Background: an optimization exercise with open tools, aiming at small area, a short achievable clock period and few clock cycles per item. Do not read the settings as production practice.
Only simulation tests tie the RTL to the original design; equivalence was not proved.

// real_mul_arbiter
module real_mul_arbiter #(
  parameter  int N_REQ = 4,
  localparam int ID_W  = $clog2(N_REQ)
) (
  input  logic                  clk,
  input  logic                  rst,
  input  logic [N_REQ-1:0]      req_valid,
  output logic [N_REQ-1:0]      req_ready,
  input  logic [real_mul_arbiter_pkg::OP_W*N_REQ-1:0] req_op1,
  input  logic [real_mul_arbiter_pkg::OP_W*N_REQ-1:0] req_op2,
  output logic                  rsp_valid,
  input  logic                  rsp_ready,
  output logic [ID_W-1:0]       rsp_id,
  output logic [real_mul_arbiter_pkg::OP_W-1:0] rsp_result,
  output logic                  busy,
  output logic [real_mul_arbiter_pkg::CNT_W-1:0] ops_done
);
  localparam int OP_W = real_mul_arbiter_pkg::OP_W;
  localparam int PW   = real_mul_arbiter_pkg::PRE_W;
  localparam int CW   = real_mul_arbiter_pkg::CS_W;
  logic [ID_W-1:0]  rr_ptr, ptr_n, sel_idx;
  logic [N_REQ-1:0] sel, ahead, sel_n, ahead_n;
  logic             hit, nob;
  logic             adv;
  logic             acc;
  logic [OP_W-1:0]  op1_s, op2_s;
  logic [2*PW-1:0]  pre_d, pre_q;
  logic [2*CW-1:0]  cs_d, cs_q;
  logic [OP_W-1:0]  res_d;
  logic             s1_valid, s2_valid;
  logic [ID_W-1:0]  s1_id, s2_id;
  assign adv = !rsp_valid || rsp_ready;
  assign nob = !(|(ahead & req_valid));
  assign hit = |(sel & req_valid) && nob;
  assign acc = rst && adv && hit;
  assign req_ready = sel & req_valid & {N_REQ{nob && rst && adv}};
  always_comb begin
    sel_idx = '0;
    for (int i = 0; i < N_REQ; i++)
      if (sel[i]) sel_idx = ID_W'(i);
  end
  assign ptr_n = acc ? ((sel_idx == ID_W'(N_REQ - 1)) ? '0 : sel_idx + 1'b1) : rr_ptr;
  always_comb begin
    logic found;
    sel_n   = '0;
    ahead_n = '0;
    found   = 1'b0;
    for (int k = 0; k < N_REQ; k++) begin
      if (!found) begin
  ...
export LEC_CHECK = 0
export CAP_MARGIN = 20
export CORE_MARGIN = 2
export CORE_UTILIZATION = 40
export CTS_BUF_LIST = sky130_fd_sc_hd__clkbuf_4 sky130_fd_sc_hd__clkbuf_8
export SLEW_MARGIN = 20
create_clock -name core_clock -period 10.5 [get_ports {clk}]
standard.sh (not shown) runs the stock make flow with config.mk's settings and CLKGATE_MAP_FILE= SYNTH_SCRIPT=/design/flow/synth_recipe.tcl, a recipe that flattens the netlist after the stock synthesis.
==> flow/flow/run.sh <==
#!/bin/bash
# The standard layout (the standard.sh, unchanged synthesis and steps), except that:
# - the port buffers that global placement inserts on every input and output are plain
#   buf_1 cells instead of the delay cells buffer_ports picks by default;
set -euo pipefail
export BUFFER_PORTS_ARGS="-buffer_cell sky130_fd_sc_hd__buf_1"
export SETUP_SLACK_MARGIN=5.6
bash standard.sh > standard_flow.log 2>&1
Testbench counts at the start, summed over its fixed seeds: cycles 3,224, items 3,200.
Then changed:
Settings changed: CORE_UTILIZATION 40 to 55.
After rerunning: Register-to-register slack gets better by 0.06 ns; worst hold slack improved by 0.019 ns; non-clock buffer count went up by 2; via count increases by 0.74%.
Then changed:
--- a/flow/flow/run.sh
+++ b/flow/flow/run.sh
@@ -6,3 +6,3 @@
 export BUFFER_PORTS_ARGS="-buffer_cell sky130_fd_sc_hd__buf_1"
-export SETUP_SLACK_MARGIN=5.6
+export SETUP_SLACK_MARGIN=6.2
 bash standard.sh > standard_flow.log 2>&1
Settings changed: CORE_UTILIZATION 55 to 40.
Worst setup slack gets worse by 0.064 ns.
Die area went up by about 37%.
Routed wire length went up by 9.2%.
Sequential cell count stays the same.
Then changed:
==> flow/flow/run.sh (replaced) <==
#!/bin/bash
# The standard layout (the standard.sh, unchanged synthesis and steps), except that the
# port buffers that global placement inserts on every input and output are plain buf_1 cells
# instead of the delay cells buffer_ports picks by default.
set -euo pipefail
export BUFFER_PORTS_ARGS="-buffer_cell sky130_fd_sc_hd__buf_1"
bash standard.sh > standard_flow.log 2>&1
Settings changed: SETUP_SLACK_MARGIN set to 5.0.
The new run finished clean.
Non-clock buffer count is lower by 153.
Critical path depth went up by 1.
Worst setup slack gets worse by 0.30 ns.
Register-to-register slack gets worse by 0.37 ns.
Die area is unchanged.
Wire length came out lower by 7.2%.
Hold slack gets worse by 0.020 ns.
Global-route usage shrinks by 1.9 points.
Then changed:
==> flow/flow/run.sh (replaced) <==
#!/bin/bash
# The standard layout (the standard.sh, unchanged synthesis and steps), except that:
# - the port buffers that global placement inserts on every input and output are plain
#   buf_1 cells instead of the delay cells buffer_ports picks by default;
set -euo pipefail
export BUFFER_PORTS_ARGS="-buffer_cell sky130_fd_sc_hd__buf_1"
export SETUP_SLACK_MARGIN=5.8
bash standard.sh > standard_flow.log 2>&1
Settings changed: SETUP_SLACK_MARGIN 5.0 to unset.
Effect: Register-to-register slack is better by 0.62 ns; first-iteration DRC count climbs by 0.47%; hold slack gets better by 0.0096 ns; routed wire length went up by 4.9%; cell count rose by 1.4%; core utilization came out higher by 1.8 points.

==> afterwards: timing with drivers on the ports <==
How much do the figures lean on ideal ports? The routed layouts below were timed once more, with nothing changed but the port constraints.
Step 1, drivers: a clkbuf_16 drives clk and a buf_2 each remaining input, both assumed.
Step 2 also shifts input and output timing later by t, the mid clock arrival at the registers, as if the neighbouring blocks saw the same clock.
a / b / c = ideal / step 1 / step 2; a / b = the first two.
run | t, ns | setup slack, ns | worst hold slack (ns) | slew at the worst register clock pin (ns)
the first run | 0.807 | 5.538 / 5.493 / 5.149 | 0.391 / 0.391 / 0.391 | 0.08 / 0.08
the second run | 0.762 | 5.512 / 5.472 / 5.151 | 0.410 / 0.410 / 0.410 | 0.07 / 0.07
the third run | 0.766 | 5.447 / 5.374 / 5.374 | 0.415 / 0.415 / 0.415 | 0.07 / 0.07
the fourth run | 0.813 | 5.149 / 5.123 / 5.123 | 0.395 / 0.395 / 0.395 | 0.07 / 0.07
the fifth run | 0.786 | 5.531 / 5.487 / 5.334 | 0.405 / 0.405 / 0.405 | 0.08 / 0.08
After both steps every run listed still meets setup and hold. The setup slack of the first run, which loses most, moves by -0.045 ns with the drivers and by -0.389 ns with both steps.
